This is an optimization exercise on Yosys and OpenROAD, whose aim is small area, not a production implementation. RTL that was checked went through simulation tests only; none was proved equivalent to the original. No activity file was given, so power comes from the tool's default toggle rates.

Setup of lane 5:
==> flow/design.v <==
`default_nettype none
package cps_pkg;
  localparam int unsigned BYTE_W    = 8;
  localparam int unsigned WORD_W    = 32;
  localparam int unsigned OUT_WORDS = 5;
  typedef struct packed {
    logic [WORD_W-1:0] run;
    logic [WORD_W-1:0] tot;
  } sums_t;
endpackage
`default_nettype wire
`default_nettype none
module checksum_packet_sync_top #(
  parameter int unsigned WORDS_PER_PACKET = 6
) (
  input  wire logic                        clk_i,
  input  wire logic                        rst_ni,
  input  wire logic                        in_valid_i,
  output logic                             in_stall_o,
  input  wire logic [cps_pkg::BYTE_W-1:0]  in_byte_i,
  output logic                             out_valid_o,
  input  wire logic                        out_stall_i,
  output logic [cps_pkg::WORD_W-1:0]       word_0_o,
  output logic [cps_pkg::WORD_W-1:0]       word_1_o,
  output logic [cps_pkg::WORD_W-1:0]       word_2_o,
  output logic [cps_pkg::WORD_W-1:0]       word_3_o,
  output logic [cps_pkg::WORD_W-1:0]       word_4_o
);
  localparam int unsigned KEEP = 23;
  logic [KEEP-1:0][7:0] win_q;
  logic                 out_valid_q;
  logic [4:0]           fill_q;       
  logic [3:0]           k_q;
  logic                 ok1_q, ok2_q, ok3_q;
  logic                 in_xfer;
  logic [11:0]          sm1, sm2, sm3, sm4, sm5, cy1, cy2, cy3, cy4, cy5;
  logic [11:0]          na, nb;       
  logic [7:0]           want;         
  logic [8:0]           t_zero, t_want;
  logic [3:0]           n_hi, k_d;
  logic                 zero, match, full, hit;
  function automatic logic [23:0] csa(input logic [11:0] x, input logic [11:0] y,
                                      input logic [11:0] z);
    logic [11:0] maj;
    maj = (x & y) | (z & (x ^ y));
    csa = {maj[10:0], 1'b0, x ^ y ^ z};
  endfunction
  function automatic logic [8:0] low_is(input logic [7:0] a, input logic [7:0] b,
                                        input logic [7:0] t);
    logic [7:0] kill;   
    logic [7:0] bad;
    kill   = (a & b) | ((a | b) & ~t);
    bad    = a ^ b ^ t ^ {kill[6:0], 1'b1};
    low_is = {kill[7], bad};
  endfunction
  assign in_stall_o  = out_valid_q & out_stall_i;
  assign in_xfer     = in_valid_i & ~in_stall_o;
  assign out_valid_o = out_valid_q;
  always_comb begin
    {cy1, sm1} = csa({4'b0, win_q[3]}, {2'b0, win_q[3], 2'b0}, {2'b0, win_q[7], 2'b0});
    {cy2, sm2} = csa({4'b0, win_q[11]}, {3'b0, win_q[11], 1'b0}, {3'b0, win_q[15], 1'b0});
    {cy3, sm3} = csa(sm1, cy1, sm2);
    {cy4, sm4} = csa(cy2, {4'b0, win_q[19]}, {4'b0, ~in_byte_i});
    {cy5, sm5} = csa(sm3, cy3, sm4);
    {nb, na}   = csa(sm5, cy5, cy4);
    want   = 8'd0 - {4'b0, k_q};
    t_zero = low_is(na[7:0], nb[7:0], 8'd0);
    t_want = low_is(na[7:0], nb[7:0], want);
    zero   = (t_zero[7:0] == 8'd0);
    match  = (t_want[7:0] == 8'd0);
    n_hi   = na[11:8] + nb[11:8] + {3'b0, zero ? t_zero[8] : t_want[8]};
    k_d    = n_hi - {3'b0, zero};
    full   = (fill_q == 5'd23);
    hit    = full && ok3_q && match;
  end
  always_ff @(posedge clk_i or negedge rst_ni) begin
    if (!rst_ni) begin
      out_valid_q <= 1'b0;
      fill_q      <= '0;
    end else begin
      out_valid_q <= (in_xfer && hit) || in_stall_o;
      if (in_xfer) begin
        if (hit)        fill_q <= '0;
        else if (!full) fill_q <= fill_q + 5'd1;
      end
    end
  end
  always_ff @(posedge clk_i) begin
    if (in_xfer) begin
      k_q   <= k_d;
      ok1_q <= zero;
      ok2_q <= ok1_q && match;
      ok3_q <= ok2_q && match;
    end
    if (in_xfer && !hit) begin
      win_q <= {in_byte_i, win_q[KEEP-1:1]};
    end
  end
  assign word_0_o = {win_q[3],  win_q[2],  win_q[1],  win_q[0]};
  assign word_1_o = {win_q[7],  win_q[6],  win_q[5],  win_q[4]};
  assign word_2_o = {win_q[11], win_q[10], win_q[9],  win_q[8]};
  assign word_3_o = {win_q[15], win_q[14], win_q[13], win_q[12]};
  assign word_4_o = {win_q[19], win_q[18], win_q[17], win_q[16]};
endmodule
`default_nettype wire
export LEC_CHECK = 0
export ABC_AREA = 1
export CAP_MARGIN = 20
export CORE_MARGIN = 2
export CORE_UTILIZATION = 70
export CTS_BUF_LIST = sky130_fd_sc_hd__clkbuf_16
export CTS_CLUSTER_DIAMETER = 80
export CTS_CLUSTER_SIZE = 30
export SLEW_MARGIN = 20
create_clock -name core_clock -period 6.0 [get_ports {clk_i}]
standard.sh (not shown) runs the stock make flow with config.mk's settings and CLKGATE_MAP_FILE= SYNTH_SCRIPT=/design/flow/synth_recipe.tcl, a recipe that flattens the netlist after the stock synthesis.
==> flow/flow/run.sh <==
#!/bin/bash
# The standard layout, with the port buffers made from the smallest buffer cell.
set -euo pipefail
bash standard.sh BUFFER_PORTS_ARGS="-buffer_cell sky130_fd_sc_hd__buf_1" finish > layout.log 2>&1
For lane 3, these inputs were changed with respect to lane 5:
--- a/flow/design.v
+++ b/flow/design.v
@@ -32,47 +32,40 @@
   logic [4:0]           fill_q;       
   logic [3:0]           k_q;
   logic                 ok1_q, ok2_q, ok3_q;
   logic                 in_xfer;
+  logic [11:0]          p3;           
+  logic [8:0]           d;            
+  logic [3:0]           k_d;
+  logic                 zero, match, full, hit;
   logic [11:0]          sm1, sm2, sm3, sm4, sm5, cy1, cy2, cy3, cy4, cy5;
-  logic [11:0]          na, nb;       
-  logic [7:0]           want;         
-  logic [8:0]           t_zero, t_want;
-  logic [3:0]           n_hi, k_d;
-  logic                 zero, match, full, hit;
+  logic                 rc;
   function automatic logic [23:0] csa(input logic [11:0] x, input logic [11:0] y,
                                       input logic [11:0] z);
     logic [11:0] maj;
     maj = (x & y) | (z & (x ^ y));
     csa = {maj[10:0], 1'b0, x ^ y ^ z};
-  endfunction
-  function automatic logic [8:0] low_is(input logic [7:0] a, input logic [7:0] b,
-                                        input logic [7:0] t);
-    logic [7:0] kill;   
-    logic [7:0] bad;
-    kill   = (a & b) | ((a | b) & ~t);
-    bad    = a ^ b ^ t ^ {kill[6:0], 1'b1};
-    low_is = {kill[7], bad};
   endfunction
   assign in_stall_o  = out_valid_q & out_stall_i;
   assign in_xfer     = in_valid_i & ~in_stall_o;
   assign out_valid_o = out_valid_q;
   always_comb begin
     {cy1, sm1} = csa({4'b0, win_q[3]}, {2'b0, win_q[3], 2'b0}, {2'b0, win_q[7], 2'b0});
     {cy2, sm2} = csa({4'b0, win_q[11]}, {3'b0, win_q[11], 1'b0}, {3'b0, win_q[15], 1'b0});
     {cy3, sm3} = csa(sm1, cy1, sm2);
-    {cy4, sm4} = csa(cy2, {4'b0, win_q[19]}, {4'b0, ~in_byte_i});
-    {cy5, sm5} = csa(sm3, cy3, sm4);
-    {nb, na}   = csa(sm5, cy5, cy4);
-    want   = 8'd0 - {4'b0, k_q};
-    t_zero = low_is(na[7:0], nb[7:0], 8'd0);
-    t_want = low_is(na[7:0], nb[7:0], want);
-    zero   = (t_zero[7:0] == 8'd0);
-    match  = (t_want[7:0] == 8'd0);
-    n_hi   = na[11:8] + nb[11:8] + {3'b0, zero ? t_zero[8] : t_want[8]};
-    k_d    = n_hi - {3'b0, zero};
-    full   = (fill_q == 5'd23);
-    hit    = full && ok3_q && match;
+    {cy4, sm4} = csa(sm3, cy3, cy2);
+    {cy5, sm5} = csa(sm4, cy4, {4'b0, win_q[19]});
+    rc = 1'b0;
+    for (int i = 0; i < 12; i++) begin
+      p3[i] = sm5[i] ^ cy5[i] ^ rc;
+      rc    = (sm5[i] & cy5[i]) | (rc & (sm5[i] ^ cy5[i]));
+    end
+    d     = {1'b0, in_byte_i} - {1'b0, p3[7:0]};
+    k_d   = p3[11:8] + {3'b0, d[8]};
+    zero  = (d[7:0] == 8'd0);
+    match = (d[7:0] == {4'b0, k_q});
+    full  = (fill_q == 5'd23);
+    hit   = full && ok3_q && match;
   end
   always_ff @(posedge clk_i or negedge rst_ni) begin
     if (!rst_ni) begin
       out_valid_q <= 1'b0;
Findings:
- What the final checks of lane 3 revealed, after a flow that finished every stage, was a layout that fails on negative setup slack.
- Relative to lane 5, total clock network power increased by about 6% in lane 3.
- From lane 5 to lane 3 the numbers moved as follows: worst setup margin down 1.09 ns; final instance count without filler cells +about 4%; post-CTS setup-driven buffer insertion count increased by 20 relative to the old numbers; maximum frequency from static timing analysis shows a reduction of about 17%; global placement routability congestion saw a decrease.
- Changes observed in lane 3 relative to lane 5: placeable core region decreased 3.6%, total number of vias increased about 9%.
For lane 3, only the layout was checked, not whether the RTL still works.

* * *

Starts from the design.v that is shown in full above.
export LEC_CHECK = 0
export ABC_AREA = 0
export CAP_MARGIN = 20
export CORE_MARGIN = 2
export CORE_UTILIZATION = 80
export CTS_BUF_LIST = sky130_fd_sc_hd__clkbuf_8
export CTS_CLUSTER_DIAMETER = 60
export CTS_CLUSTER_SIZE = 20
export SLEW_MARGIN = 20
create_clock -name core_clock -period 6.0 [get_ports {clk_i}]
==> flow/flow/run.sh <==
#!/bin/bash
# The standard synthesis, then the standard layout steps with three changes:
#  - port buffers made from the smallest buffer cell (every port still gets one);
#  - the largest buffers and inverters kept out of placement and timing repair;
#  - clock tree synthesis without dummy loads.
# Each step's output goes to a log of its own here; ORFS's own logs are under orfs/logs.
set -euo pipefail
bash standard.sh synth > synth.log 2>&1
plat=$(sed -n '/^export DONT_USE_CELLS/,/^#/p' "$FLOW_HOME/platforms/sky130hd/config.mk" \
  | grep -o 'sky130_fd_sc_hd__[a-z0-9_]*' | tr '\n' ' ')
big="sky130_fd_sc_hd__buf_12 sky130_fd_sc_hd__buf_16 sky130_fd_sc_hd__buf_8 sky130_fd_sc_hd__buf_6
  sky130_fd_sc_hd__bufinv_8 sky130_fd_sc_hd__bufinv_16 sky130_fd_sc_hd__inv_6 sky130_fd_sc_hd__inv_8
  sky130_fd_sc_hd__inv_12 sky130_fd_sc_hd__inv_16 sky130_fd_sc_hd__clkinv_8 sky130_fd_sc_hd__clkinv_16
  sky130_fd_sc_hd__clkbuf_16 sky130_fd_sc_hd__bufbuf_8 sky130_fd_sc_hd__bufbuf_16"
cts="-sink_clustering_enable -repair_clock_nets -sink_clustering_size 25"
cts="$cts -sink_clustering_max_diameter 80 -buf_list sky130_fd_sc_hd__clkbuf_8 -dont_use_dummy_load"
bash standard.sh "DONT_USE_CELLS=$plat $(echo $big)" \
  BUFFER_PORTS_ARGS="-buffer_cell sky130_fd_sc_hd__buf_1" CTS_ARGS="$cts" finish > layout.log 2>&1
The baseline completed without violations.
Edit:
--- a/flow/design.v
+++ b/flow/design.v
@@ -31,49 +31,27 @@
   logic                 out_valid_q;
   logic [4:0]           fill_q;       
   logic [3:0]           k_q;
   logic                 ok1_q, ok2_q, ok3_q;
   logic                 in_xfer;
-  logic [11:0]          sm1, sm2, sm3, sm4, sm5, cy1, cy2, cy3, cy4, cy5;
-  logic [11:0]          na, nb;       
+  logic [11:0]          n;            
   logic [7:0]           want;         
-  logic [8:0]           t_zero, t_want;
-  logic [3:0]           n_hi, k_d;
+  logic [3:0]           k_d;
   logic                 zero, match, full, hit;
-  function automatic logic [23:0] csa(input logic [11:0] x, input logic [11:0] y,
-                                      input logic [11:0] z);
-    logic [11:0] maj;
-    maj = (x & y) | (z & (x ^ y));
-    csa = {maj[10:0], 1'b0, x ^ y ^ z};
-  endfunction
-  function automatic logic [8:0] low_is(input logic [7:0] a, input logic [7:0] b,
-                                        input logic [7:0] t);
-    logic [7:0] kill;   
-    logic [7:0] bad;
-    kill   = (a & b) | ((a | b) & ~t);
-    bad    = a ^ b ^ t ^ {kill[6:0], 1'b1};
-    low_is = {kill[7], bad};
-  endfunction
   assign in_stall_o  = out_valid_q & out_stall_i;
   assign in_xfer     = in_valid_i & ~in_stall_o;
   assign out_valid_o = out_valid_q;
   always_comb begin
-    {cy1, sm1} = csa({4'b0, win_q[3]}, {2'b0, win_q[3], 2'b0}, {2'b0, win_q[7], 2'b0});
-    {cy2, sm2} = csa({4'b0, win_q[11]}, {3'b0, win_q[11], 1'b0}, {3'b0, win_q[15], 1'b0});
-    {cy3, sm3} = csa(sm1, cy1, sm2);
-    {cy4, sm4} = csa(cy2, {4'b0, win_q[19]}, {4'b0, ~in_byte_i});
-    {cy5, sm5} = csa(sm3, cy3, sm4);
-    {nb, na}   = csa(sm5, cy5, cy4);
-    want   = 8'd0 - {4'b0, k_q};
-    t_zero = low_is(na[7:0], nb[7:0], 8'd0);
-    t_want = low_is(na[7:0], nb[7:0], want);
-    zero   = (t_zero[7:0] == 8'd0);
-    match  = (t_want[7:0] == 8'd0);
-    n_hi   = na[11:8] + nb[11:8] + {3'b0, zero ? t_zero[8] : t_want[8]};
-    k_d    = n_hi - {3'b0, zero};
-    full   = (fill_q == 5'd23);
-    hit    = full && ok3_q && match;
+    n     = {4'b0, win_q[3]} + {2'b0, win_q[3], 2'b0} + {2'b0, win_q[7], 2'b0}
+          + {4'b0, win_q[11]} + {3'b0, win_q[11], 1'b0} + {3'b0, win_q[15], 1'b0}
+          + {4'b0, win_q[19]} + {4'b0, ~in_byte_i} + 12'd1;
+    want  = 8'd0 - {4'b0, k_q};
+    zero  = (n[7:0] == 8'd0);
+    match = (n[7:0] == want);
+    k_d   = n[11:8] - {3'b0, zero};
+    full  = (fill_q == 5'd23);
+    hit   = full && ok3_q && match;
   end
   always_ff @(posedge clk_i or negedge rst_ni) begin
     if (!rst_ni) begin
       out_valid_q <= 1'b0;
       fill_q      <= '0;
Non-clock buffer count rises by 22.
Core utilization is higher by 1.5 points.
Worst setup slack loses 0.21 ns.
Clock skew stays flat.
Clock power is lower by about 1%.
Only the layout flow was run in the second run of this note; the RTL was not checked for function there.

* * *

// checksum_packet_sync_top: RTL as listed in full above, without the edits since
==> flow/config.mk <==
export PLATFORM = sky130hd
export DESIGN_NAME = checksum_packet_sync_top
export DESIGN_NICKNAME = checksum_packet_sync_top
export VERILOG_FILES = /design/flow/design.v
export SDC_FILE = /design/flow/constraint.sdc
export NUM_CORES = 4
export LEC_CHECK = 0
export ABC_AREA = 1
export CAP_MARGIN = 20
export CORE_MARGIN = 2
export CORE_UTILIZATION = 70
export CTS_BUF_LIST = sky130_fd_sc_hd__clkbuf_8
export CTS_CLUSTER_DIAMETER = 60
export CTS_CLUSTER_SIZE = 20
export SLEW_MARGIN = 20
==> flow/constraint.sdc <==
create_clock -name core_clock -period 6.0 [get_ports {clk_i}]
set_input_delay 1.2000 -clock core_clock [delete_from_list [all_inputs] [get_ports {clk_i}]]
set_output_delay 1.2000 -clock core_clock [all_outputs]
set_load 0.01 [all_outputs]
==> flow/flow/run.sh <==
#!/bin/bash
# The standard layout, with the port buffers made from the smallest buffer cell.
set -euo pipefail
bash standard.sh BUFFER_PORTS_ARGS="-buffer_cell sky130_fd_sc_hd__buf_1" finish > layout.log 2>&1
The starting point completed with no timing, DRC or antenna violations.
Next try:
--- a/flow/design.v
+++ b/flow/design.v
@@ -32,47 +32,40 @@
   logic [4:0]           fill_q;       
   logic [3:0]           k_q;
   logic                 ok1_q, ok2_q, ok3_q;
   logic                 in_xfer;
+  logic [11:0]          p3;           
+  logic [8:0]           d;            
+  logic [3:0]           k_d;
+  logic                 zero, match, full, hit;
   logic [11:0]          sm1, sm2, sm3, sm4, sm5, cy1, cy2, cy3, cy4, cy5;
-  logic [11:0]          na, nb;       
-  logic [7:0]           want;         
-  logic [8:0]           t_zero, t_want;
-  logic [3:0]           n_hi, k_d;
-  logic                 zero, match, full, hit;
+  logic                 rc;
   function automatic logic [23:0] csa(input logic [11:0] x, input logic [11:0] y,
                                       input logic [11:0] z);
     logic [11:0] maj;
     maj = (x & y) | (z & (x ^ y));
     csa = {maj[10:0], 1'b0, x ^ y ^ z};
-  endfunction
-  function automatic logic [8:0] low_is(input logic [7:0] a, input logic [7:0] b,
-                                        input logic [7:0] t);
-    logic [7:0] kill;   
-    logic [7:0] bad;
-    kill   = (a & b) | ((a | b) & ~t);
-    bad    = a ^ b ^ t ^ {kill[6:0], 1'b1};
-    low_is = {kill[7], bad};
   endfunction
   assign in_stall_o  = out_valid_q & out_stall_i;
   assign in_xfer     = in_valid_i & ~in_stall_o;
   assign out_valid_o = out_valid_q;
   always_comb begin
     {cy1, sm1} = csa({4'b0, win_q[3]}, {2'b0, win_q[3], 2'b0}, {2'b0, win_q[7], 2'b0});
     {cy2, sm2} = csa({4'b0, win_q[11]}, {3'b0, win_q[11], 1'b0}, {3'b0, win_q[15], 1'b0});
     {cy3, sm3} = csa(sm1, cy1, sm2);
-    {cy4, sm4} = csa(cy2, {4'b0, win_q[19]}, {4'b0, ~in_byte_i});
-    {cy5, sm5} = csa(sm3, cy3, sm4);
-    {nb, na}   = csa(sm5, cy5, cy4);
-    want   = 8'd0 - {4'b0, k_q};
-    t_zero = low_is(na[7:0], nb[7:0], 8'd0);
-    t_want = low_is(na[7:0], nb[7:0], want);
-    zero   = (t_zero[7:0] == 8'd0);
-    match  = (t_want[7:0] == 8'd0);
-    n_hi   = na[11:8] + nb[11:8] + {3'b0, zero ? t_zero[8] : t_want[8]};
-    k_d    = n_hi - {3'b0, zero};
-    full   = (fill_q == 5'd23);
-    hit    = full && ok3_q && match;
+    {cy4, sm4} = csa(sm3, cy3, cy2);
+    {cy5, sm5} = csa(sm4, cy4, {4'b0, win_q[19]});
+    rc = 1'b0;
+    for (int i = 0; i < 12; i++) begin
+      p3[i] = sm5[i] ^ cy5[i] ^ rc;
+      rc    = (sm5[i] & cy5[i]) | (rc & (sm5[i] ^ cy5[i]));
+    end
+    d     = {1'b0, in_byte_i} - {1'b0, p3[7:0]};
+    k_d   = p3[11:8] + {3'b0, d[8]};
+    zero  = (d[7:0] == 8'd0);
+    match = (d[7:0] == {4'b0, k_q});
+    full  = (fill_q == 5'd23);
+    hit   = full && ok3_q && match;
   end
   always_ff @(posedge clk_i or negedge rst_ni) begin
     if (!rst_ni) begin
       out_valid_q <= 1'b0;
What happened: The changed run finished with setup timing left; global-route usage goes up by 2.8 points; hold slack stays flat; wire length went up by 26%; count of clock-buffer cells in the layout does not change; cell area grows by 6.6%; combinational power goes up by 57%; power came out higher by 22%; fmax is lower by 16%; register-to-register slack got worse by 1.0 ns; critical path depth increases by 8; via count grows by about 7%; sequential share of layout area is lower by 3.8 points; clock skew grows by 0.0091 ns.
Function not checked in the second run of this note: the RTL went through the layout flow alone.

==> what the ideal ports hide <==
In the flow no input, the clock included, has a driving cell. The finished layouts below were timed again as built, in two steps.
Step 1, drivers: a clkbuf_16 drives clk_i and a buf_2 each remaining input, both assumed.
Step 2 adds t to the input delays and takes it off the output delays; t is the mean of the earliest and latest rising clock arrival at the registers after step 1. Input paths then give back, and output paths get back, about the clock's delay inside the block.
a / b / c = ideal / step 1 / step 2; a / b = the first two.
run	shift t [ns]	slack for setup (ns)	clock arrival spread, ns	worst register clock-pin slew, ns	worst data-port slew with drivers (ns)
lane 5	0.471	0.746 / 0.746 / 0.573	0.013 / 0.013	0.07 / 0.07	0.04
lane 3	0.478	-0.348 / -0.348 / -0.348	0.013 / 0.013	0.08 / 0.08	0.04
the first run of note 2	0.485	0.476 / 0.476 / 0.268	0.022 / 0.022	0.09 / 0.09	0.05
the second run of note 2	0.486	0.267 / 0.267 / -0.169	0.023 / 0.023	0.08 / 0.08	0.06
the first run of note 3	0.490	0.758 / 0.758 / 0.603	0.011 / 0.011	0.10 / 0.10	0.04
the second run of note 3	0.501	-0.265 / -0.265 / -0.265	0.020 / 0.020	0.11 / 0.11	0.04
With both steps, setup timing fails in the second run of note 2, where it was met with ideal ports. The setup slack of the second run of note 2, which loses most, moves by 0.000 ns with the drivers and by -0.436 ns with both steps.
